This design comes from an exercise in tuning for small area, a short achievable clock period and few clock cycles per item on the open sky130 flow, not from production work.
The RTL was checked by simulation tests, not by an equivalence proof against the original design.

[flow/run.sh]
#!/bin/bash
# The standard layout (standard.sh, unchanged synthesis), with timing
# repair aimed below the clock period and plain buffers on the ports.
set -e
export SETUP_SLACK_MARGIN=8
export BUFFER_PORTS_ARGS="-buffer_cell sky130_fd_sc_hd__buf_2"
bash standard.sh > standard.log 2>&1
[standard.sh]
#!/bin/bash
# synth_recipe.tcl (not shown) runs the flow's synth.tcl, then flattens the netlist and writes it again
# the make line also repeats each setting of config.mk as NAME=value (left out here)
make -C /OpenROAD-flow-scripts/flow DESIGN_CONFIG=/design/flow/config.mk WORK_HOME=/design/flow/orfs CLKGATE_MAP_FILE= SYNTH_SCRIPT=/design/flow/synth_recipe.tcl "${@:-finish}"
[config.mk]
export PLATFORM = sky130hd
export DESIGN_NAME = ex_top
export DESIGN_NICKNAME = ex_top
export VERILOG_FILES = /design/flow/design.v
export SDC_FILE = /design/flow/constraint.sdc
export NUM_CORES = 4
export LEC_CHECK = 0
export CAP_MARGIN = 20
export CORE_MARGIN = 2
export CORE_UTILIZATION = 40
export CTS_BUF_LIST = sky130_fd_sc_hd__clkbuf_16
export CTS_CLUSTER_DIAMETER = 100
export CTS_CLUSTER_SIZE = 20
export SLEW_MARGIN = 20
[constraint.sdc]
create_clock -name core_clock -period 13.0 [get_ports {clk}]
set_input_delay 2.6000 -clock core_clock [delete_from_list [all_inputs] [get_ports {clk}]]
set_output_delay 2.6000 -clock core_clock [all_outputs]
set_load 0.01 [all_outputs]
[design.v]
package ex_pkg;
  localparam int unsigned XLEN    = 32;
  localparam int unsigned RADDR_W = 5;
  typedef enum logic [3:0] {
    OP_ADD   = 4'd0,
    OP_SUB   = 4'd1,
    OP_AND   = 4'd2,
    OP_OR    = 4'd3,
    OP_XOR   = 4'd4,
    OP_SLL   = 4'd5,
    OP_SRL   = 4'd6,
    OP_SRA   = 4'd7,
    OP_SLT   = 4'd8,
    OP_SLTU  = 4'd9,
    OP_MUL   = 4'd10,
    OP_MULH  = 4'd11,
    OP_MULHU = 4'd12,
    OP_CLROV = 4'd13
  } op_field_e;
  typedef enum logic [3:0] {
    ALU_NOP,
    ALU_ADD,
    ALU_SUB,
    ALU_AND,
    ALU_OR,
    ALU_XOR,
    ALU_SLL,
    ALU_SRL,
    ALU_SRA,
    ALU_SLT,
    ALU_SLTU
  } alu_op_e;
  typedef enum logic [1:0] {
    MUL_LO,
    MUL_HSS,
    MUL_HUU
  } mul_op_e;
endpackage
module ex_decoder
(
  input  logic [3:0] op_i,
  output logic       mul_o,     
  output logic       mh_o,      
  output logic       mhu_o,     
  output logic       sum_o,     
  output logic       sub_o,     
  output logic       g_o,       
  output logic       p_o,       
  output logic       sll_o,
  output logic       srl_o,     
  output logic       sra_o,
  output logic       slt_o,
  output logic       sltu_o,
  output logic       clr_o,     
  output logic       ill_o      
);
  always_comb begin
    mul_o  = (op_i == 4'd10) | (op_i == 4'd11) | (op_i == 4'd12);
    mh_o   = (op_i == 4'd11);
    mhu_o  = (op_i == 4'd12);
    sum_o  = (op_i == 4'd0) | (op_i == 4'd1);
    sub_o  = (op_i == 4'd1) | (op_i == 4'd8) | (op_i == 4'd9);
    g_o    = (op_i == 4'd2) | (op_i == 4'd3);
    p_o    = (op_i == 4'd3) | (op_i == 4'd4);
    sll_o  = (op_i == 4'd5);
    srl_o  = (op_i == 4'd6) | (op_i == 4'd7);
    sra_o  = (op_i == 4'd7);
    slt_o  = (op_i == 4'd8);
    sltu_o = (op_i == 4'd9);
    clr_o  = (op_i == 4'd13);
    ill_o  = (op_i == 4'd14) | (op_i == 4'd15);
  end
endmodule
module ex_alu
(
  input  logic [31:0] a_i,
  input  logic [31:0] b_i,
  input  logic        cin_i,     
  input  logic        sum_i,
  input  logic        sub_i,
  input  logic        ovf_i,     
  input  logic        g_i,       
  input  logic        p_i,       
  input  logic        sll_i,
  input  logic        srl_i,
  input  logic        sra_i,
  input  logic        slt_i,
  input  logic        sltu_i,
  output logic [31:0] result_o,
  output logic        overflow_o
);
  logic [31:0] b_x;
  logic [31:0] sum;
  logic [31:0] p, g;
  logic        cout;
  logic        lt_s, lt_u;
  logic [31:0] a_rev, sh_in, sh_out, sh_rev;
  logic        sh_fill;
  assign b_x = b_i ^ {32{sub_i}};
  ex_add i_add (
    .a_i    (a_i),
    .b_i    (b_x),
    .cin_i  (sub_i | cin_i),
    .sum_o  (sum),
    .cout_o (cout),
    .p_o    (p),
    .g_o    (g)
  );
  assign overflow_o = ovf_i & (a_i[31] == b_x[31]) & (sum[31] != a_i[31]);
  assign lt_u = ~cout;
  assign lt_s = (a_i[31] != b_i[31]) ? a_i[31] : sum[31];
  always_comb begin
    for (int i = 0; i < 32; i++) a_rev[i] = a_i[31-i];
  end
  assign sh_in   = sll_i ? a_rev : a_i;
  assign sh_fill = sra_i & a_i[31];
  assign sh_out  = $unsigned($signed({sh_fill, sh_in}) >>> b_i[4:0]);
  always_comb begin
    for (int i = 0; i < 32; i++) sh_rev[i] = sh_out[31-i];
  end
  assign result_o = ({32{sum_i}} & sum) |
                    ({32{g_i}} & g) |
                    ({32{p_i}} & p) |
                    ({32{sll_i}} & sh_rev) |
                    ({32{srl_i}} & sh_out) |
                    {31'd0, (slt_i & lt_s) | (sltu_i & lt_u)};
endmodule
module ex_add
(
  input  logic [31:0] a_i,
  input  logic [31:0] b_i,
  input  logic        cin_i,
  output logic [31:0] sum_o,
  output logic        cout_o,
  output logic [31:0] p_o,       
  output logic [31:0] g_o        
);
  logic [31:0] p, g, gp, pp;
  always_comb begin
    p  = a_i ^ b_i;
    g  = a_i & b_i;
    gp = g;
    pp = p;
    gp[0] = g[0] | (p[0] & cin_i);
    for (int l = 0; l < 5; l++) begin
      for (int i = (2 << l) - 1; i < 32; i += (2 << l)) begin
        gp[i] = gp[i] | (pp[i] & gp[i - (1 << l)]);
        pp[i] = pp[i] & pp[i - (1 << l)];
      end
    end
    for (int l = 3; l >= 0; l--) begin
      for (int i = 3 * (1 << l) - 1; i < 32; i += (2 << l)) begin
        gp[i] = gp[i] | (pp[i] & gp[i - (1 << l)]);
        pp[i] = pp[i] & pp[i - (1 << l)];
      end
    end
    sum_o  = p ^ {gp[30:0], cin_i};
    cout_o = gp[31];
    p_o    = p;
    g_o    = g;
  end
endmodule
module ex_mult
#(
  parameter int unsigned K    = 8,
  parameter int unsigned CORR = 0    
) (
  input  logic [33:0]    hs_i,      
  input  logic [33:0]    hc_i,
  input  logic           cin_i,     
  input  logic [31:0]    a_i,       
  input  logic           a_sgn_i,   
  input  logic [K/2-1:0] one_i,     
  input  logic [K/2-1:0] two_i,     
  input  logic [K/2-1:0] neg_i,     
  input  logic           corr_i,    
  output logic [33:0]    hs_o,
  output logic [33:0]    hc_o,
  output logic           cout_o,
  output logic [K-1:0]   l_o        
);
  localparam int W = K + 34;
  localparam int D = K / 2;
  localparam int N = D + 3 + CORR;    
  localparam logic [W-1:0] ROWS   = W'(64'h4_0000_0000 * ((64'd1 << (2 * D)) - 64'd1) / 64'd3);
  localparam logic [W-1:0] KCONST = W'(64'h2_0000_0000 * ((64'd1 << K) - 64'd1)) - ROWS;
  function automatic integer count_at(input integer lvl);
    integer n, i;
    begin
      n = N;
      for (i = 0; i < lvl; i = i + 1) n = 2 * (n / 3) + (n % 3);
      count_at = n;
    end
  endfunction
  function automatic integer levels(input integer dummy);
    integer n, i, l;
    begin
      n = N;
      l = 0;
      for (i = 0; i < 16; i = i + 1) begin
        if (n > 2) begin
          n = 2 * (n / 3) + (n % 3);
          l = l + 1;
        end
      end
      levels = l;
    end
  endfunction
  localparam int L = levels(0);
  logic [32:0]  a_x;
  logic [W-1:0] ops [L+1][N];
  logic [W-1:0] negk;
  assign a_x = {a_sgn_i & a_i[31], a_i};
  genvar j;
  generate
    for (j = 0; j < D; j++) begin : g_row
      logic [34:0] mag, v;
      assign mag = ({35{one_i[j]}} & {a_x[32], a_x[32], a_x}) |
                   ({35{two_i[j]}} & {a_x[32], a_x, 1'b0});
      assign v   = mag ^ {35{neg_i[j]}};
      assign ops[0][j] = W'({~v[34], v[33:0]}) << (2 * j);
    end
  endgenerate
  always_comb begin
    negk = KCONST;
    for (int i = 0; i < D; i++) negk[2*i] = neg_i[i];
  end
  assign ops[0][D]   = W'(hs_i);
  assign ops[0][D+1] = W'(hc_i);
  assign ops[0][D+2] = negk;
  generate
    if (CORR != 0) begin : g_corr
      assign ops[0][D+3] = W'({(corr_i ? a_x : 33'd0), {K{1'b0}}});
    end
  endgenerate
  genvar l, g;
  generate
    for (l = 0; l < L; l++) begin : g_lvl
      localparam int NI = count_at(l);
      localparam int NG = NI / 3;
      for (g = 0; g < NG; g++) begin : g_csa
        logic [W-1:0] x, y, z;
        assign x = ops[l][3*g];
        assign y = ops[l][3*g+1];
        assign z = ops[l][3*g+2];
        assign ops[l+1][2*g]   = x ^ y ^ z;
        assign ops[l+1][2*g+1] = {((x[W-2:0] & y[W-2:0]) | (x[W-2:0] & z[W-2:0]) | (y[W-2:0] & z[W-2:0])), 1'b0};
      end
      for (g = 3 * NG; g < NI; g++) begin : g_pass
        assign ops[l+1][2*NG + g - 3*NG] = ops[l][g];
      end
      for (g = count_at(l + 1); g < N; g++) begin : g_zero
        assign ops[l+1][g] = '0;
      end
    end
  endgenerate
  logic [K:0] low;
  assign low    = {1'b0, ops[L][0][K-1:0]} + {1'b0, ops[L][1][K-1:0]} + {{K{1'b0}}, cin_i};
  assign l_o    = low[K-1:0];
  assign cout_o = low[K];
  assign hs_o   = ops[L][0][W-1:K];
  assign hc_o   = ops[L][1][W-1:K];
endmodule
module ex_top
#(
  parameter int unsigned K = 12
) (
  input  logic               clk,
  input  logic               rst_n,
  input  logic               issue_valid_i,
  output logic               issue_ready_o,
  input  ex_pkg::op_field_e          issue_op_i,
  input  logic [ex_pkg::RADDR_W-1:0] issue_rd_i,
  input  logic [ex_pkg::XLEN-1:0]    issue_a_i,
  input  logic [ex_pkg::XLEN-1:0]    issue_b_i,
  output logic               wb_valid_o,
  input  logic               wb_ready_i,
  output logic [ex_pkg::RADDR_W-1:0] wb_rd_o,
  output logic               wb_we_o,
  output logic [ex_pkg::XLEN-1:0]    wb_data_o,
  output logic               wb_illegal_o,
  output logic               ovf_o,
  output logic               mul_busy_o
);
  localparam int unsigned S    = (32 + K - 1) / K;
  localparam int unsigned E    = S * K - 32;
  localparam int unsigned D    = K / 2;
  localparam int unsigned CW   = (S > 1) ? $clog2(S) : 1;
  localparam int unsigned CORR = (E == 0) ? 1 : 0;
  logic          rdy_q;      
  logic          ld_q;       
  logic          v1_q;
  logic [4:0]    rd1_q;
  logic [31:0]   a1_q;
  logic [31:0]   b1_q;
  logic          c_mul, c_mh, c_mhu, c_sum, c_sub, c_g, c_p;
  logic          c_sll, c_srl, c_sra, c_slt, c_sltu, c_clr, c_ill;
  logic [D-1:0]  bo_q, bt_q, bn_q;    
  logic          cin_q;
  logic [CW-1:0] cnt_q;
  logic          first_q, last_q;     
  logic          hv_q, hwe_q, hill_q, ovf_q;
  logic [4:0]    hrd_q;
  logic [31:0]   hd_q;
  logic          sv_q, swe_q, sill_q, sf_q;
  logic [4:0]    srd_q;
  logic [31:0]   sd_q;
  logic [1:0]    sx_q;      
  logic [33:0]   hc_q;
  logic          spec_q;
  logic          busy_q;
  logic i_mul, i_mh, i_mhu, i_sum, i_sub, i_g, i_p;
  logic i_sll, i_srl, i_sra, i_slt, i_sltu, i_clr, i_ill;
  ex_decoder i_dec (
    .op_i   (issue_op_i),
    .mul_o  (i_mul),
    .mh_o   (i_mh),
    .mhu_o  (i_mhu),
    .sum_o  (i_sum),
    .sub_o  (i_sub),
    .g_o    (i_g),
    .p_o    (i_p),
    .sll_o  (i_sll),
    .srl_o  (i_srl),
    .sra_o  (i_sra),
    .slt_o  (i_slt),
    .sltu_o (i_sltu),
    .clr_o  (i_clr),
    .ill_o  (i_ill)
  );
  logic [31:0] alu_res;
  logic        alu_ovf;
  logic        alu_flag;
  logic        c_we;
  ex_alu i_alu (
    .a_i        (a1_q),
    .b_i        (b1_q),
    .cin_i      (cin_q),
    .sum_i      (c_sum),
    .sub_i      (c_sub),
    .ovf_i      (c_sum & ~c_mh & ~c_mhu),
    .g_i        (c_g),
    .p_i        (c_p),
    .sll_i      (c_sll),
    .srl_i      (c_srl),
    .sra_i      (c_sra),
    .slt_i      (c_slt),
    .sltu_i     (c_sltu),
    .result_o   (alu_res),
    .overflow_o (alu_ovf)
  );
  assign alu_flag = ~c_clr & (alu_ovf | spec_q);
  assign c_we     = ~c_clr & ~c_ill;
  logic [33:0]   hs_new, hc_new;
  logic          cout;
  logic [K-1:0]  l_new;
  logic [31:0]   lo_word;
  ex_mult #(.K(K), .CORR(CORR)) i_mult (
    .hs_i    (first_q ? 34'd0 : {sx_q, sd_q}),
    .hc_i    (hc_q),
    .cin_i   (cin_q),
    .a_i     (a1_q),
    .a_sgn_i (c_mh),
    .one_i   (bo_q),
    .two_i   (bt_q),
    .neg_i   (bn_q),
    .corr_i  (c_mhu & last_q & b1_q[K-1]),
    .hs_o    (hs_new),
    .hc_o    (hc_new),
    .cout_o  (cout),
    .l_o     (l_new)
  );
  assign lo_word = {l_new[K-E-1:0], b1_q[31:K-E]};
  logic [31:0] fin_a, fin_b;
  generate
    if (E == 0) begin : g_fin
      assign fin_a = hs_new[31:0];
      assign fin_b = hc_new[31:0];
    end else begin : g_fin_ext
      assign fin_a = {hs_new[31-E:0], l_new[K-1:K-E]};
      assign fin_b = {hc_new[31-E:0], {E{cout}}};
    end
  endgenerate
  logic [K-1:0] nx_chunk;
  logic         nx_low;
  logic [D-1:0] nx_one, nx_two, nx_neg;
  generate
    if (E == 0) begin : g_noext
      assign nx_chunk = ld_q ? issue_b_i[K-1:0] : b1_q[2*K-1:K];
    end else begin : g_ext
      logic ext;
      assign ext      = c_mh & b1_q[31-K*(S-2)];
      assign nx_chunk = ld_q ? issue_b_i[K-1:0] :
                        (cnt_q == CW'(S - 2)) ? {{E{ext}}, b1_q[31-K*(S-2):K]} :
                                                b1_q[2*K-1:K];
    end
  endgenerate
  assign nx_low = ~ld_q & b1_q[K-1];
  always_comb begin
    for (int j = 0; j < D; j++) begin
      logic x2, x1, x0;
      x2 = nx_chunk[2*j+1];
      x1 = nx_chunk[2*j];
      x0 = (j == 0) ? nx_low : nx_chunk[2*j-1];
      nx_one[j] = x1 ^ x0;
      nx_two[j] = (x2 & ~x1 & ~x0) | (~x2 & x1 & x0);
      nx_neg[j] = x2 & ~(x1 & x0);
    end
  end
  logic [31:0] res;
  logic        c_lo, res_v, res_go, head_free, mul_go, fin_hi;
  assign c_lo      = ~c_mh & ~c_mhu;
  assign res       = alu_res | ({32{c_mul & last_q}} & lo_word);
  assign res_v     = v1_q & (~c_mul | (last_q & c_lo));
  assign res_go    = res_v & ~sv_q;
  assign head_free = ~hv_q | wb_ready_i;
  assign mul_go    = v1_q & c_mul & ~(first_q & sv_q);
  assign fin_hi    = v1_q & c_mul & last_q & ~c_lo;
  logic          v1_d, sv_d, mul_d, lo_d, fin_d;
  logic [CW-1:0] cnt_d;
  assign v1_d  = ld_q ? issue_valid_i : (v1_q & ~res_go);
  assign mul_d = ld_q ? i_mul : (c_mul & ~fin_hi);
  assign lo_d  = ld_q ? (~i_mh & ~i_mhu) : c_lo;
  assign cnt_d = mul_go ? (last_q ? '0 : cnt_q + 1'b1) : cnt_q;
  assign fin_d = mul_d & lo_d & (cnt_d == CW'(S - 1));
  assign sv_d  = ~head_free & (sv_q | res_go);
  always_ff @(posedge clk or negedge rst_n) begin
    if (!rst_n) begin
      rdy_q   <= 1'b1;
      ld_q    <= 1'b1;
      v1_q    <= 1'b0;
      cnt_q   <= '0;
      first_q <= 1'b1;
      last_q  <= 1'b0;
      hv_q    <= 1'b0;
      sv_q    <= 1'b0;
      ovf_q   <= 1'b0;
      spec_q  <= 1'b0;
      busy_q  <= 1'b0;
    end else begin
      v1_q    <= v1_d;
      cnt_q   <= cnt_d;
      first_q <= (cnt_d == '0);
      last_q  <= (cnt_d == CW'(S - 1));
      sv_q    <= sv_d;
      busy_q  <= v1_d & mul_d;
      rdy_q   <= ~v1_d | (~mul_d & ~sv_d) | fin_d;
      ld_q    <= ~v1_d | ~(mul_d | sv_d) | (mul_d & lo_d & (cnt_d == CW'(S - 1)) & ~sv_d);
      if (res_go) spec_q <= alu_flag;
      if (head_free) begin
        hv_q  <= sv_q | res_v;
        ovf_q <= sv_q ? sf_q : (res_v ? alu_flag : spec_q);
      end
    end
  end
  always_ff @(posedge clk) begin
    if (ld_q) begin
      rd1_q  <= issue_rd_i;
      a1_q   <= issue_a_i;
      b1_q   <= issue_b_i;
      cin_q  <= 1'b0;
      c_mul  <= i_mul;
      c_mh   <= i_mh;
      c_mhu  <= i_mhu;
      c_sum  <= i_sum;
      c_sub  <= i_sub;
      c_g    <= i_g;
      c_p    <= i_p;
      c_sll  <= i_sll;
      c_srl  <= i_srl;
      c_sra  <= i_sra;
      c_slt  <= i_slt;
      c_sltu <= i_sltu;
      c_clr  <= i_clr;
      c_ill  <= i_ill;
    end else if (fin_hi) begin
      a1_q   <= fin_a;
      b1_q   <= fin_b;
      cin_q  <= cout;
      c_mul  <= 1'b0;
      c_sum  <= 1'b1;
    end else if (mul_go) begin
      b1_q   <= {l_new, b1_q[31:K]};
      cin_q  <= cout;
    end
    if (ld_q | mul_go) begin
      bo_q <= nx_one;
      bt_q <= nx_two;
      bn_q <= nx_neg;
    end
    hc_q <= (mul_go & ~last_q) ? hc_new : 34'h2_0000_0000;
  end
  always_ff @(posedge clk) begin
    if (head_free) begin
      if (sv_q) begin
        hd_q   <= sd_q;
        hrd_q  <= srd_q;
        hwe_q  <= swe_q;
        hill_q <= sill_q;
      end else begin
        hd_q   <= res;
        hrd_q  <= rd1_q;
        hwe_q  <= c_mul | c_we;
        hill_q <= ~c_mul & c_ill;
      end
    end
    if (res_go) begin
      sd_q   <= res;
      srd_q  <= rd1_q;
      swe_q  <= c_mul | c_we;
      sill_q <= ~c_mul & c_ill;
      sf_q   <= alu_flag;
    end else if (mul_go) begin
      sd_q   <= hs_new[31:0];
    end
    if (mul_go) sx_q <= hs_new[33:32];
  end
  assign issue_ready_o = rdy_q;
  assign wb_valid_o    = hv_q;
  assign wb_rd_o       = hrd_q;
  assign wb_we_o       = hwe_q;
  assign wb_data_o     = hd_q;
  assign wb_illegal_o  = hill_q;
  assign ovf_o         = ovf_q;
  assign mul_busy_o    = busy_q;
endmodule
==> impl_metrics.toml, run 1 <==
[floorplan]
fp.dieArea_sq_um = 62600
ioPinCount = 120
start_util_pct = 40.3
coreArea_sq_um = 60100
die_y_microns = 250
fp-row-count = 90
die_w_microns = 250

[cells_and_area]
instances_no_fill = 3263
drive_gt1_share_pct = 17.2
syn2layout_area_growth_pct = 10.9
antenna_cells = 0
fin_nets = 2877
fillers = 5856

[global_routing]
antenna_found_initial = 9
grt_pass1_wl_microns = 145000
grt_overflow_total = 0
grt_pass1_vias = 20100
grt_usage_pct = 31.9
grt_max_degree = 66

[logic_synthesis]
synth_cell_types = 67
syn_area_per_cell_sq_um = 10.1
synth_nets = 2813
synth.top_cell.area_share_pct = 22.4
synth_cells = 2407
synth_area_leaders = "edfxtp_1 22%, fa_1 18%, a22oi_1 6.0%"
synth_top_cell_by_area = "edfxtp_1"
ys.warnings.count = 6
synth-edff-count = 181
ys.flop_type = "edfxtp_1"
synth_seq_cells = 228
synth_area_sq_um = 24200
ys_seq_area_share_pct = 26.6
async_flop_share_pct = 5.26

[cts]
numCtsBuffers = 18
h-tree-depth = 1
clk_pin_slew_ps = 90
cts_sinks = 228
worstSkewPairLatency_ps = 550
clock_path_buffers = 3
cts_tree = "built"
postCtsHoldBufs = 0
cts_root_buf = "clkbuf_16"

[detailed_routing]
wl_microns = 101000
via_count = 20400
ant_nets = 0
wl_per_cell_microns = 30.9
via_per_inst = 6.24
drt_iter0_drc = 2756
drtPass1Iterations = 8
drcViolationCount = 0

[placement]
hpwlAfterDp_microns = 74400
port_buffers = 119
gp_congestion = 0.968
place_inst = 3180

[sta]
fmaxAchievable_ghz = 0.203
fin_worst_skew_ps = 35.1
finalCriticalPeriod_ps = 4920
setup_viol = 0
rsz0062_at_grt = "true"
finalCritPeriodShare_pct = 37.9
finalSetupTns_ps = 0
hold_violations = 0
drv_slew = 0
relSlewSlack_pct = 18.7
worst_slew_pin_slew_ps = 1220

[worst_setup_path]
worst-setup-path-type = "reg2reg"
r2r_cells = 16
end_kind = "register"
reg2reg_slack_ps = 8080
worstSetupStartpointType = "register"
crit_arrival_ps = 5230
worst-path-max-fanout = 18
cp_data_required_time_ps = 13300
r2r_end = "b1_q[2]"
timing.rr.start = "a1_q[2]"

[run_status]
outcome = "complete, no violations"

[min_path]
min_path_type = "reg2reg"
holdPathStages = 0
min_from = "rd1_q[4]"
worstHoldEndpoint = "srd_q[4]"

[job]
max-cap-violations = 0
-- Yosys cell counts (48+ instances only) --
cell        n
inv_1     295
fa_1      216
a22oi_1   193
edfxtp_1  181
nand2_1   168
clkbuf_1  154
xor2_1    148
ha_1      113
xnor2_1   113
nor2_1    100
mux2_2     73
o21ai_0    73
a21oi_1    70
mux2i_1    49
mux4_2     48
-- flip-flops by register name (all words and copies together) (netlist names), 6 cells and up --
| register | cells |
|---|---|
| a1_q | 32 |
| hc_q | 34 |
| b1_q | 32 |
| bo_q | 6 |
| bn_q | 6 |
| bt_q | 6 |
| sd_q | 32 |
| hd_q | 32 |
-- metrics by stage --
stage	setup WS (ps)	utilization, %	area (sq um)	hold slack [ps]
finish	8080	44.7	26900	460
global route	7890	44.7	26900	475
CTS	7940	44.1	26500	456
detailed placement	7240	42.5	25500	438
global placement	7220	42.5	25500	431
floorplan	8030	-	24200	422
-- worst max-delay path: stages, from the launching register on --
cell       delay, ps
edfxtp_1         430
buf_12           190
a22oi_1          240
xor2_1           240
fa_1             450
fa_1             520
fa_1             430
fa_1             500
inv_1             50
ha_1             250
nor3_2           170
o2111ai_2        150
a41o_1           260
a21o_1           190
a21oi_2          200
nor3_2            90
a221o_1          300
-- cell families after synthesis --
kind of cell    share of synthesized area, %
compound gates                          14.5
buf+inv                                 7.63
simple gates                            7.67
fa+ha+maj                               23.7
xor+xnor                                9.43
flops                                   26.6
mux                                     10.5
-- final cells by class --
cell class                      count  area (sq um)  share of cell area [%]
Multi-Input combinational cell   1694         16200                    60.2
Timing Repair Buffer              229          1570                    5.82
Sequential cell                   228          6450                    24.0
Inverter                          300          1130                    4.19
Clock buffer                       19           475                    1.77
Tap cell                          782           978                    3.64
Clock inverter                     11           100                   0.372
-- cell usage in the layout (no fill, tap or decap), types with 27 or more instances in the layout --
cell type,n
edfxtp_1,181
ha_1,108
and2_1,37
nor2_1,100
buf_4,92
xnor2_1,112
mux2i_1,49
inv_1,299
mux4_2,48
nor2b_1,27
o21ai_0,71
nand2_1,168
a21oi_1,67
a22oi_1,187
buf_2,119
mux2_2,73
dfxtp_1,35
xor2_1,145
fa_1,214
-- timing repair --
item                                    4_1_cts  5_1_grt
cloned                                        0        1
pin swaps                                     3       14
endpoints found under the setup margin       38       40
endpoints found under the hold margin         0        0
gates resized for setup                      19       42
setup buffers                                39       12
-- layer usage --
layer	up-vias	global-route usage, %	part of all wire, %
met5	-	0	0.041
met4	6	12.4	4.7
met3	208	6.64	12
met2	1403	47.3	43
met1	10300	45.5	41
li1	8463	-	-
-- worst max path at each step --
stage                 start  endpoint
finish              a1_q[2]   b1_q[2]
global route          c_sub   sd_q[0]
CTS                 a1_q[2]  hd_q[29]
detailed placement  bt_q[2]   b1_q[2]
global placement    bt_q[2]   b1_q[0]
floorplan             c_sub   sd_q[0]
Testbench counts, summed over its fixed seeds: cycles 27,123, items 16,000.
==> run 2, diff against run 1 <==
==> flow/run.sh (replaced) <==
#!/bin/bash
# The standard layout (standard.sh, unchanged synthesis), with timing
# repair aimed below the clock period and plain buffers on the ports.
set -e
export SETUP_SLACK_MARGIN=8.4
export BUFFER_PORTS_ARGS="-buffer_cell sky130_fd_sc_hd__buf_2"
bash standard.sh > standard.log 2>&1
--- a/config.mk
+++ b/config.mk
@@ -8,7 +8,7 @@
 export CAP_MARGIN = 20
 export CORE_MARGIN = 2
 export CORE_UTILIZATION = 40
-export CTS_BUF_LIST = sky130_fd_sc_hd__clkbuf_16
-export CTS_CLUSTER_DIAMETER = 100
-export CTS_CLUSTER_SIZE = 20
+export CTS_BUF_LIST = sky130_fd_sc_hd__clkbuf_8
+export CTS_CLUSTER_DIAMETER = 80
+export CTS_CLUSTER_SIZE = 15
 export SLEW_MARGIN = 20
==> run 2 against run 1 <==
  * Final cell count grew 2.0%
  * Die area is the same
  * Fmax increased by 2.9%
  * Wire length is 1.8% higher
  * Sequential share of layout area decreased by 0.79 points
  * Worst hold slack about the same
  * Largest cell class unchanged
==> impl_metrics.toml, run 2 <==
[run_status]
outcome = "complete, no violations"

[worst_setup_path]
worst-setup-path-type = "reg2reg"
end_kind = "register"
crit_arrival_ps = 5180
worst-path-max-fanout = 5
worstSetupStartpointType = "register"
cp_data_required_time_ps = 13390

[cts]
cts_root_buf = "clkbuf_8"
clk_pin_slew_ps = 100
numCtsBuffers = 23
h-tree-depth = 1
postCtsHoldBufs = 0
cts_tree = "built"
cts_sinks = 228
worstSkewPairLatency_ps = 660
clock_path_buffers = 3

[floorplan]
fp.dieArea_sq_um = 62600
start_util_pct = 40.3
ioPinCount = 120
coreArea_sq_um = 60100
fp-row-count = 90
die_y_microns = 250
die_w_microns = 250

[cells_and_area]
syn2layout_area_growth_pct = 14.6
fillers = 5769
multi_input_area_sq_um = 16600
regArea_sq_um = 6450
drive_gt1_share_pct = 21.5
regMostFlops = "hc_q"
final_cell_mix = "296 x inv_1, 211 x fa_1, 181 x edfxtp_1"
final_common_cell = "inv_1"
fin_nets = 2932
largest_reg_flops = 34

[detailed_routing]
drt_iter0_drc = 2350
ant_nets = 0
drcViolationCount = 0
via_count = 20700
wl_per_cell_microns = 30.8
wl_microns = 103000
via_per_inst = 6.21
drtPass1Iterations = 6

[sta]
hold_violations = 0
finalSetupTns_ps = 0
rsz0062_at_grt = "true"
relSlewSlack_pct = 23.7
hold_ws_ps = 459
finalCritPeriodShare_pct = 36.8
drv_slew = 0
setup_viol = 0
fin_worst_skew_ps = 54.4
finalCriticalPeriod_ps = 4780
worst_slew_pin_slew_ps = 1140
fmaxAchievable_ghz = 0.209

[logic_synthesis]
synth_top_cell_by_area = "edfxtp_1"
ys.flop_type = "edfxtp_1"
synth_area_leaders = "edfxtp_1 22%, fa_1 18%, a22oi_1 6.0%"
synth_most_common_cell = "inv_1"
ys.warnings.count = 6
synth_cells = 2407
syn_area_per_cell_sq_um = 10.1
synth-edff-count = 181
async_flop_share_pct = 5.26
ys_seq_area_share_pct = 26.6
synth_seq_cells = 228
synth_area_sq_um = 24200
synth.top_cell.area_share_pct = 22.4
synth_nets = 2813
synth_cell_types = 67
ys_top_cells_by_count = "295 x inv_1, 216 x fa_1, 193 x a22oi_1, 181 x edfxtp_1, 168 x nand2_1"

[global_routing]
grt_max_degree = 71
antenna_found_initial = 11
grt_overflow_total = 0
grt_usage_pct = 32.5
grt_pass1_vias = 20800
grt_pass1_wl_microns = 148000

[placement]
gp_congestion = 0.984
port_buffers = 119
hpwlAfterDp_microns = 74600

[job]
max-cap-violations = 0

[min_path]
min_path_type = "reg2reg"
[run 2: changes by cell type in the layout (fill, tap and decap cells not counted), moves of 7 or more]
cell       before  now
buf_4          92  125
inv_2           4   11
clkbuf_8        0   23
a21oi_1        67   56
a21oi_2         3   12
a22oi_2         6   18
a22oi_1       187  175
clkbuf_16      20    0
buf_12          5   17
[run 2: path summary, 6_finish.rpt]
check / startpoint / endpoint / slack (ps) / cells after the start
setup / recovery: a1_q[5] / b1_q[1] / 8220 / 17
hold / removal: rd1_q[1] / srd_q[1] / 460 / 0
setup reg to reg: a1_q[5] / b1_q[1] / 8220 / 17
hold reg to reg: rd1_q[1] / srd_q[1] / 460 / 0
max in group asynchronous: rst_n / first_q / 10920 / 1
min in group asynchronous: rst_n / hv_q / 1810 / 1
[run 2: area by class of cell]
| type | instances | area share, % |
|---|---|---|
| Tap cell | 782 | 3.52 |
| Timing Repair Buffer | 279 | 7.73 |
| Antenna cell | 4 | 0.0360 |
| Sequential cell | 228 | 23.2 |
| Clock buffer | 23 | 1.14 |
| Clock inverter | 19 | 0.477 |
| Multi-Input combinational cell | 1694 | 59.8 |
| Inverter | 300 | 4.05 |
[run 2: kinds of logic after synthesis]
kind of cell / count (synthesis) / share of synthesized area [%]
adder cells (fa/ha/maj): 329 / 23.7
multiplexers: 181 / 10.5
AND/OR/NAND/NOR: 412 / 7.67
buffers and inverters: 485 / 7.63
flip-flops: 228 / 26.6
AO/OA/AOI/OAI: 511 / 14.5
XOR/XNOR: 261 / 9.43
[run 2: timing repair]
item / 4_1_cts / 5_1_grt
setup buffers: 84 / 15
endpoints found under the hold margin: 0 / 0
endpoints found under the setup margin: 55 / 57
gates cloned: 3 / 0
resized for setup: 79 / 80
pin swaps: 36 / 27
[run 2: layer usage]
layer	GRT usage [%]	up-vias	wire length (microns)
met5	0	-	67
met4	15.7	10	5750
met3	7.78	244	11600
met2	47.9	1310	43900
met1	44.9	10500	41300
li1	-	8581	-
[run 2: critical path: stages (launching register included)]
cell and delay (ps):
edfxtp_1 440, buf_12 170, buf_4 150, a22oi_2 140, xnor2_1 120, fa_1 550, inv_1 50, fa_1 500
fa_1 440, fa_1 510, inv_1 70, ha_4 260, a21o_1 180, a41o_1 220, a21o_1 180, a21oi_4 200
nor3_4 70, a221o_1 290
[run 2: metrics by stage]
stage	instances	instance area (sq um)	utilization, %	setup WS, ps
detailed placement	3181	25600	42.6	7360
CTS	3310	27300	45.3	8210
floorplan	2407	24400	-	8390
global placement	3181	25600	42.6	7440
finish	3329	27800	46.2	8220
global route	3325	27800	46.2	8100
==> run 3, diff against run 2 <==
==> flow/run.sh (replaced) <==
#!/bin/bash
# The standard layout (standard.sh, unchanged synthesis), with timing
# repair aimed below the clock period and plain buffers on the ports.
set -e
export SETUP_SLACK_MARGIN=8
export BUFFER_PORTS_ARGS="-buffer_cell sky130_fd_sc_hd__buf_2"
bash standard.sh > standard.log 2>&1
==> run 3 against run 2 <==
  * Worst hold slack improved by 0.52 ps
  * Wire length fell by 1.8%
  * Non-clock buffer count fell by 50
  * Area after synthesis did not move
  * Synthesized cell count did not move
  * Core utilization fell by 1.6 points
  * Critical path type unchanged
  * Sequential share of layout area rose by 0.82 points
  * Register-to-register slack got worse by 90 ps
  * Cell area fell by 3.4%
  * Setup slack got worse by 92 ps
==> impl_metrics.toml, run 3 <==
[logic_synthesis]
synth_area_leaders = "edfxtp_1 22%, fa_1 18%, a22oi_1 6.0%"
syn_area_per_cell_sq_um = 10.1
ys_seq_area_share_pct = 26.6
synth_cell_types = 67
ys.warnings.count = 6
ys_top_cells_by_count = "295 x inv_1, 216 x fa_1, 193 x a22oi_1, 181 x edfxtp_1, 168 x nand2_1"
synth.top_cell.area_share_pct = 22.4
synth_cells = 2407
synth_most_common_cell = "inv_1"
synth_area_sq_um = 24200
synth_top_cell_by_area = "edfxtp_1"
synth-edff-count = 181
async_flop_share_pct = 5.26
synth_nets = 2813
ys.flop_type = "edfxtp_1"
synth_seq_cells = 228

[cells_and_area]
final_common_cell = "inv_1"
final_cell_mix = "304 x inv_1, 214 x fa_1, 186 x a22oi_1"
fin_nets = 2881
drive_gt1_share_pct = 17.7
regMostFlops = "hc_q"
syn2layout_area_growth_pct = 10.7
regArea_sq_um = 6450
fillers = 5880
largest_reg_flops = 34
instances_no_fill = 3274
multi_input_area_sq_um = 16300

[cts]
h-tree-depth = 1
worstSkewPairLatency_ps = 650
clk_pin_slew_ps = 90
clock_path_buffers = 3
cts_sinks = 228
numCtsBuffers = 22
cts_root_buf = "clkbuf_8"
postCtsHoldBufs = 0
cts_tree = "built"

[floorplan]
fp.dieArea_sq_um = 62600
ioPinCount = 120
coreArea_sq_um = 60100
die_y_microns = 250
die_w_microns = 250
start_util_pct = 40.3
fp-row-count = 90

[placement]
hpwlAfterDp_microns = 74400
port_buffers = 119
gp_congestion = 0.968
place_inst = 3180
dp_slack_ps = 7240

[worst_setup_path]
r2r_cells = 19
crit_arrival_ps = 5260
path_cells = "buf_12, or2_2, fa_1, fa_2, a211oi_2, o211ai_1, a41o_2, a41o_4, a31oi_4, inv_1, a31oi_2, fa_2, xor2_2, a21boi_0, o21ai_1, nand3_1, a211o_1, nor2_1, a21oi_1"
crit_top_cell = "fa_2"
cp_data_required_time_ps = 13390
slowest_stage = "edfxtp_1"
worst-path-max-fanout = 17
max_stage_delay_ps = 440
r2r_end = "sd_q[0]"
reg2reg_slack_ps = 8120
worst-setup-path-type = "reg2reg"
end_kind = "register"
timing.rr.start = "c_sub"
worstSetupStartpointType = "register"

[sta]
worst_slack_ps = 8120
finalCritPeriodShare_pct = 37.5
rsz0062_at_grt = "true"
finalSetupTns_ps = 0
relSlewSlack_pct = 18.2
worst_slew_pin_slew_ps = 1230
finalCriticalPeriod_ps = 4880
fin_worst_skew_ps = 47.2
fmaxAchievable_ghz = 0.205
drv_slew = 0
hold_violations = 0
setup_viol = 0

[detailed_routing]
drcViolationCount = 0
wl_per_cell_microns = 30.8
wl_microns = 101000
drt_iter0_drc = 2761
ant_nets = 0
drtPass1Iterations = 7
via_count = 20400
via_per_inst = 6.24

[min_path]
holdPathStages = 0
worstHoldEndpoint = "srd_q[4]"
min_path_type = "reg2reg"
min_from = "rd1_q[4]"

[global_routing]
grt_pass1_vias = 20200
grt_usage_pct = 31.8
grt_max_degree = 66
grt_pass1_wl_microns = 145000
antenna_found_initial = 8
grt_overflow_total = 0

[run_status]
outcome = "complete, no violations"

[job]
max-cap-violations = 0
## run 3: cell counts after synthesis
Identical to the previous run, type by type.
## run 3: layout make-up
| class | count | area share, % |
|---|---|---|
| well taps | 782 | 3.65 |
| multi-input cells | 1694 | 60.7 |
| flip-flops and latches | 228 | 24.0 |
| diodes | 1 | 0.00932 |
| repair buffers | 229 | 5.91 |
| clock buffers | 22 | 1.13 |
| clock inverters | 18 | 0.429 |
| inverters | 300 | 4.20 |
## run 3: cell families (layout without fill, tap and decap cells)
logic type	after synthesis	in the layout	synth area share (%)
other cells	0	1	0
xor+xnor	261	261	9.43
buf+inv	485	569	7.63
flops	228	228	26.6
mux	181	181	10.5
simple gates	412	412	7.67
compound gates	511	511	14.5
fa+ha+maj	329	329	23.7
## run 3: critical path: cells and delay by family (launching register included)
family,cells,cell delay (ps)
AO/OA/AOI/OAI,10,2060
XOR/XNOR,1,180
adder cells (fa/ha/maj),3,1160
buffers and inverters,2,270
flip-flops,1,440
AND/OR/NAND/NOR,3,490
## run 3: per-layer routing
metal / global-route usage (%) / wire length (microns) / share of wire, %
met1: 45.1 / 41400 / 41
met2: 47.0 / 43000 / 43
met5: 0 / 42 / 0.042
met4: 13.7 / 5150 / 5.1
met3: 6.65 / 11200 / 11
## run 3: worst max path at each step
stage | start | to | slack, ps
floorplan | c_sub | sd_q[0] | 8030
global placement | bt_q[2] | b1_q[0] | 7220
detailed placement | bt_q[2] | b1_q[2] | 7240
CTS | a1_q[2] | b1_q[2] | 8000
global route | c_sub | sd_q[0] | 7880
finish | c_sub | sd_q[0] | 8120
## run 3: repair_timing
item,in CTS,in global routing
pin swaps,3,22
buffers inserted,39,12
resized for setup,21,60
setup endpoints to repair,38,37
cloned,0,1
## run 3: per-stage QoR
stage / utilization [%] / hold slack, ps / cell area [sq um]
3_5_place_dp: 42.5 / 438 / 25500
3_3_place_gp: 42.5 / 431 / 25500
4_1_cts: 43.9 / 460 / 26400
5_1_grt: 44.6 / 478 / 26800
2_1_floorplan: - / 422 / 24200
6_report: 44.6 / 460 / 26800
==> run 4, diff against run 3 <==
--- a/design.v
+++ b/design.v
@@ -243,8 +243,12 @@
         assign x = ops[l][3*g];
         assign y = ops[l][3*g+1];
         assign z = ops[l][3*g+2];
-        assign ops[l+1][2*g]   = x ^ y ^ z;
-        assign ops[l+1][2*g+1] = {((x[W-2:0] & y[W-2:0]) | (x[W-2:0] & z[W-2:0]) | (y[W-2:0] & z[W-2:0])), 1'b0};
+        logic [W-1:0] cs, cc;
+        for (genvar i = 0; i < W; i++) begin : g_bit
+          assign {cc[i], cs[i]} = {1'b0, x[i]} + {1'b0, y[i]} + {1'b0, z[i]};
+        end
+        assign ops[l+1][2*g]   = cs;
+        assign ops[l+1][2*g+1] = {cc[W-2:0], 1'b0};
       end
       for (g = 3 * NG; g < NI; g++) begin : g_pass
         assign ops[l+1][2*NG + g - 3*NG] = ops[l][g];
==> flow/run.sh (replaced) <==
#!/bin/bash
# The standard layout (standard.sh, unchanged synthesis), with timing
# repair aimed below the clock period and plain buffers on the ports.
set -e
export SETUP_SLACK_MARGIN=8.2
export BUFFER_PORTS_ARGS="-buffer_cell sky130_fd_sc_hd__buf_2"
bash standard.sh > standard.log 2>&1
==> run 4 against run 3 <==
  * Area after synthesis is 1.2% lower
  * Still clean
  * Count of clock-buffer cells in the layout grew 3
  * Critical path type unchanged
  * First-iteration DRC count is 4.2% lower
==> impl_metrics.toml, run 4 <==
[run_status]
outcome = "complete, no violations"

[cts]
postCtsHoldBufs = 0
cts_root_buf = "clkbuf_8"
worstSkewPairLatency_ps = 660
h-tree-depth = 1
clk_pin_slew_ps = 110
clock_path_buffers = 3
numCtsBuffers = 25
cts_sinks = 228
cts_tree = "built"

[worst_setup_path]
crit_top_cell = "fa_1"
path_cells = "buf_4, buf_4, a22oi_1, xor2_1, fa_1, fa_1, fa_1, inv_1, fa_1, ha_1, nor2_1, a2111oi_4, a221o_1"
end_kind = "register"
crit_arrival_ps = 5260
worstSetupStartpointType = "register"
cp_data_required_time_ps = 13430
worst-path-max-fanout = 7
cpLargestDelayFamily = "adder cells"
max_stage_delay_ps = 620
path_buf_inv = 3
r2r_cells = 13
timing.rr.start = "a1_q[2]"
worst-setup-path-type = "reg2reg"
reg2reg_slack_ps = 8160
slowest_stage = "edfxtp_1"
r2r_end = "b1_q[1]"

[cells_and_area]
regMostFlops = "hc_q"
regArea_sq_um = 6450
largest_reg_flops = 34
fin_nets = 2861
drive_gt1_share_pct = 19.1
final_common_cell = "inv_1"
multi_input_area_sq_um = 16400
syn2layout_area_growth_pct = 12.8
final_cell_mix = "213 x inv_1, 211 x fa_1, 208 x xor2_1"
fillers = 5552

[detailed_routing]
wl_microns = 104000
via_count = 20500
drt_iter0_drc = 2645
wl_per_cell_microns = 32.0
drtPass1Iterations = 20
ant_nets = 0
drcViolationCount = 0
via_per_inst = 6.30

[logic_synthesis]
synth_seq_cells = 228
synth_most_common_cell = "fa_1"
synth_top_cell_by_area = "edfxtp_1"
synth-edff-count = 181
synth_nets = 2773
synth_cells = 2367
ys.flop_type = "edfxtp_1"
ys_top_cells_by_count = "216 x fa_1, 210 x inv_1, 210 x xor2_1, 200 x a22oi_1, 181 x edfxtp_1"
syn_area_per_cell_sq_um = 10.1
synth_area_leaders = "edfxtp_1 23%, fa_1 18%, xor2_1 7.7%"
synth_cell_types = 70
synth.top_cell.area_share_pct = 22.7
synth_area_sq_um = 23900
async_flop_share_pct = 5.26
ys.warnings.count = 6
ys_seq_area_share_pct = 26.9

[floorplan]
coreArea_sq_um = 59100
start_util_pct = 40.5
die_w_microns = 249
die_y_microns = 249
ioPinCount = 120
fp.dieArea_sq_um = 61800
fp-row-count = 89

[global_routing]
grt_overflow_total = 0
grt_pass1_wl_microns = 148000
grt_max_degree = 75
grt_usage_pct = 32.9
grt_pass1_vias = 20200
antenna_found_initial = 4

[sta]
relSlewSlack_pct = 16.7
finalCriticalPeriod_ps = 4840
worst_slack_ps = 8160
setup_viol = 0
drv_slew = 0
fin_worst_skew_ps = 38.2
finalCritPeriodShare_pct = 37.2
hold_violations = 0
finalSetupTns_ps = 0
fmaxAchievable_ghz = 0.207
rsz0062_at_grt = "true"
worst_slew_pin_slew_ps = 1250

[placement]
dp_slack_ps = 7380
gp_congestion = 0.991
port_buffers = 119
hpwlAfterDp_microns = 76100

[min_path]
min_from = "rd1_q[3]"
holdPathStages = 0
worstHoldEndpoint = "srd_q[3]"
min_path_type = "reg2reg"

[job]
max-cap-violations = 0
run 4: cell types whose count changed after synthesis, moves of 9 or more:
cell     change
inv_1       -85
mux2i_1      -9
a31oi_1     -12
o21ai_1     -11
and3_1      +18
nor3_1       -9
o21a_1      +11
mux2_2      -29
xnor2_1     -62
and2_1      -26
a21oi_1     +31
xor2_1      +62
nor2_1      +40
run 4: per-layer routing:
metal  track usage [%]  vias to the layer above  share of wire (%)
met4              16.9                        4                6.4
met2              50.7                     1299                 45
li1                  -                     8505                  -
met3              7.46                      277                 10
met5                 0                        -              0.025
met1              43.3                    10400                 39
run 4: repair_timing:
item	in CTS	in global routing
buffers inserted	42	26
pin swaps	11	45
gates resized for setup	41	70
gates cloned	4	2
endpoints found under the setup margin	53	45
run 4: area by class of cell:
| type | count | area share [%] |
|---|---|---|
| flip-flops and latches | 228 | 23.9 |
| diodes | 2 | 0.0185 |
| clock buffers | 25 | 1.27 |
| repair buffers | 258 | 7.10 |
| clock inverters | 20 | 0.607 |
| multi-input cells | 1725 | 60.5 |
| inverters | 217 | 3.02 |
| well taps | 773 | 3.58 |
run 4: worst register-to-register path: cells and delay by family (launching register included):
| family | cells | cell delay [ps] |
|---|---|---|
| buf+inv | 3 | 470 |
| xor+xnor | 1 | 200 |
| simple gates | 1 | 300 |
| compound gates | 3 | 630 |
| flops | 1 | 620 |
| fa+ha+maj | 5 | 2380 |
run 4: logic make-up (layout without fill, tap and decap cells):
kind of cell	Yosys count	in the layout	share of synthesized area [%]
AO/OA/AOI/OAI	546	546	15.6
AND/OR/NAND/NOR	447	447	8.28
buffers and inverters	414	520	6.66
adder cells (fa/ha/maj)	330	330	24.0
XOR/XNOR	261	261	9.55
flip-flops	228	228	26.9
multiplexers	141	141	8.99
other	0	2	0
run 4: metrics by stage:
step	hold WS, ps	std cells	util (%)	instance area [sq um]
after floorplan	422	2367	-	24000
after global placement	433	3126	42.7	25200
after detailed placement	437	3127	42.7	25200
after CTS	462	3218	44.7	26400
after global routing	478	3246	45.7	27000
final	460	3248	45.7	27000
run 4: worst max path at each step:
| stage | endpoint | cells after the start | start |
|---|---|---|---|
| 4_1_cts | b1_q[1] | 15 | bo_q[2] |
| 2_1_floorplan | b1_q[0] | 15 | a1_q[6] |
| 6_report | b1_q[1] | 13 | a1_q[2] |
| 5_1_grt | b1_q[1] | 15 | a1_q[5] |
| 3_5_place_dp | b1_q[1] | 14 | bt_q[2] |
| 3_3_place_gp | b1_q[0] | 14 | bt_q[0] |
Testbench counts of run 4, summed over its fixed seeds: cycles 27,123, items 16,000.
==> run 5, diff against run 4 <==
==> flow/run.sh (replaced) <==
#!/bin/bash
# The standard layout (standard.sh, unchanged synthesis), with timing
# repair aimed below the clock period and plain buffers on the ports.
set -e
export SETUP_SLACK_MARGIN=8
export BUFFER_PORTS_ARGS="-buffer_cell sky130_fd_sc_hd__buf_2"
bash standard.sh > standard.log 2>&1
==> run 5 against run 4 <==
  * Still clean on timing, DRC and antenna
  * Via count is 1.2% lower
  * Register-to-register slack worse by 60 ps
  * Core utilization is 1.2 points lower
  * Critical path depth is 1 higher
  * Die area stayed put
  * Largest cell class unchanged
  * Highest routed layer unchanged
==> impl_metrics.toml, run 5 <==
[sta]
setup_viol = 0
finalSetupTns_ps = 0
fmaxAchievable_ghz = 0.204
finalCriticalPeriod_ps = 4890
hold_violations = 0
relSlewSlack_pct = 22.2
drv_slew = 0
worst_slew_pin_slew_ps = 1170
finalCritPeriodShare_pct = 37.7
fin_worst_skew_ps = 54.8
rsz0062_at_grt = "true"
hold_ws_ps = 457

[cells_and_area]
finish.instance_area_sq_um = 26300
multi_input_area_sq_um = 16200
largest_reg_flops = 34
instances_no_fill = 3203
final_common_cell = "fa_1"
regArea_sq_um = 6450
fin_nets = 2814
fillers = 5594
final_cell_mix = "215 x fa_1, 214 x inv_1, 209 x xor2_1"
regMostFlops = "hc_q"
syn2layout_area_growth_pct = 9.83
drive_gt1_share_pct = 16.5

[cts]
cts_root_buf = "clkbuf_8"
h-tree-depth = 1
clk_pin_slew_ps = 110
clock_path_buffers = 3
cts_sinks = 228
numCtsBuffers = 25
cts_tree = "built"
worstSkewPairLatency_ps = 670

[worst_setup_path]
reg2reg_slack_ps = 8110
crit_arrival_ps = 5260
worstSetupStartpointType = "register"
crit_top_cell = "ha_1"
worst-setup-path-type = "reg2reg"
slowest_stage = "dfstp_4"
path_buf_inv = 2
r2r_cells = 14
worst-path-max-fanout = 18
r2r_end = "hd_q[28]"
crit_path_end = "hd_q[28]"
max_stage_delay_ps = 820
path_depth = 14
timing.rr.start = "first_q"
path_cells = "nor2_1, fa_1, ha_1, ha_1, inv_1, fa_1, inv_1, ha_1, a21oi_1, o21bai_1, xor2_1, a221oi_1, o21a_1, a21oi_1"
startpoint = "first_q"
cpLargestDelayFamily = "adder cells"
end_kind = "register"
cp_data_required_time_ps = 13370

[run_status]
outcome = "complete, no violations"

[global_routing]
grt_pass1_vias = 20100
grt_overflow_total = 0
grt_max_degree = 79
grt_usage_pct = 33.0
grt_pass1_wl_microns = 148000
antenna_found_initial = 3

[floorplan]
fp-row-count = 89
die_w_microns = 249
die_y_microns = 249
coreArea_sq_um = 59100
ioPinCount = 120
fp.dieArea_sq_um = 61800
start_util_pct = 40.5

[detailed_routing]
wl_microns = 103000
drtPass1Iterations = 17
drt_iter0_drc = 2520
via_count = 20200
ant_nets = 0
via_per_inst = 6.31
drcViolationCount = 0
wl_per_cell_microns = 32.2

[logic_synthesis]
syn_area_per_cell_sq_um = 10.1
synth_area_leaders = "edfxtp_1 23%, fa_1 18%, xor2_1 7.7%"
synth_area_sq_um = 23900
synth_cells = 2367
synth_most_common_cell = "fa_1"
synth.top_cell.area_share_pct = 22.7
synth_cell_types = 70
ys.warnings.count = 6
ys_top_cells_by_count = "216 x fa_1, 210 x inv_1, 210 x xor2_1, 200 x a22oi_1, 181 x edfxtp_1"
ys.flop_type = "edfxtp_1"
synth-edff-count = 181
synth_top_cell_by_area = "edfxtp_1"
synth_seq_cells = 228
async_flop_share_pct = 5.26
ys_seq_area_share_pct = 26.9
synth_nets = 2773

[placement]
port_buffers = 119
place_inst = 3132
dpl-instance-area_sq_um = 25300
gp_congestion = 1.03
hpwlAfterDp_microns = 76800

[job]
max-cap-violations = 0

[min_path]
min_path_type = "reg2reg"
==> run 5: worst reg2reg max path, stage by stage, from the launching register on <==
cell and delay (ps):
dfstp_4 820, nor2_1 130, fa_1 450, ha_1 280, ha_1 290, inv_1 60, fa_1 500, inv_1 50
ha_1 320, a21oi_1 360, o21bai_1 130, xor2_1 260, a221oi_1 550, o21a_1 300, a21oi_1 90
==> run 5: cells by family (layout without fill, tap and decap cells) <==
| kind of cell | Yosys count | count (layout) | share of synthesized area (%) |
|---|---|---|---|
| other | 0 | 3 | 0 |
| AND/OR/NAND/NOR | 447 | 447 | 8.28 |
| flip-flops | 228 | 228 | 26.9 |
| buffers and inverters | 414 | 474 | 6.66 |
| AO/OA/AOI/OAI | 546 | 546 | 15.6 |
| adder cells (fa/ha/maj) | 330 | 330 | 24.0 |
| multiplexers | 141 | 141 | 8.99 |
| XOR/XNOR | 261 | 261 | 9.55 |
==> run 5: metrics by stage <==
stage / worst slack, ps / utilization (%)
floorplan: 8020 / -
global placement: 7430 / 42.7
detailed placement: 7390 / 42.7
CTS: 7990 / 44.1
global route: 7970 / 44.5
finish: 8110 / 44.5
==> run 5: cell type report <==
class,count,share of cell area (%)
diodes,3,0.0285
clock buffers,25,1.31
clock inverters,21,0.780
inverters,217,3.10
multi-input cells,1725,61.4
flip-flops and latches,228,24.5
well taps,773,3.68
repair buffers,211,5.17
==> run 5: worst min-delay path by stage <==
stage | startpoint | end | slack (ps) | cells past startpoint
global placement | rd1_q[0] | srd_q[0] | 430 | 0
finish | rd1_q[3] | srd_q[3] | 460 | 0
detailed placement | rd1_q[0] | srd_q[0] | 430 | 0
CTS | rd1_q[0] | srd_q[0] | 460 | 0
floorplan | rd1_q[0] | srd_q[0] | 420 | 0
global route | rd1_q[0] | srd_q[0] | 470 | 0
==> run 5: metal layers <==
layer	part of all wire [%]	GRT usage (%)	up-vias
met3	10	7.02	271
met1	40	44.6	10300
li1	-	-	8403
met5	0.013	0	-
met4	6.5	16.4	2
met2	44	50.1	1284
==> run 5: what timing repair did <==
item                                    in CTS  in global routing
endpoints found under the setup margin      40                 52
gates resized for setup                     23                 41
pin swaps                                    1                 14
hold buffers                                 0                  0
setup buffers                               18                  3

==> static timing again, ports no longer ideal <==
Ports are ideal in the flow. The routed layouts listed here were re-timed in OpenROAD. Step 1: set_driving_cell puts a clkbuf_16 on clk and a buf_2 on each other input, an assumption about the parent block. Step 2 moves the port delays by t, midway between the first and last clock arrival at a register: inputs arrive t later, outputs are due t later. That takes back most of the time a late clock gives input paths. Slacks: ideal / step 1 / step 2; pairs: ideal / step 1.
run | shift t [ns] | setup slack, ns | hold slack, ns | slew at the worst register clock pin (ns)
run 1 | 0.589 | 8.077 / 8.077 / 8.077 | 0.460 / 0.460 / 0.460 | 0.09 / 0.09
run 2 | 0.694 | 8.215 / 8.215 / 8.215 | 0.459 / 0.459 / 0.459 | 0.12 / 0.12
run 3 | 0.688 | 8.123 / 8.123 / 8.123 | 0.460 / 0.460 / 0.460 | 0.11 / 0.11
run 4 | 0.699 | 8.165 / 8.165 / 8.165 | 0.460 / 0.460 / 0.460 | 0.11 / 0.11
run 5 | 0.707 | 8.105 / 8.105 / 8.105 | 0.457 / 0.457 / 0.457 | 0.11 / 0.11
After both steps setup and hold are still met in every run listed.
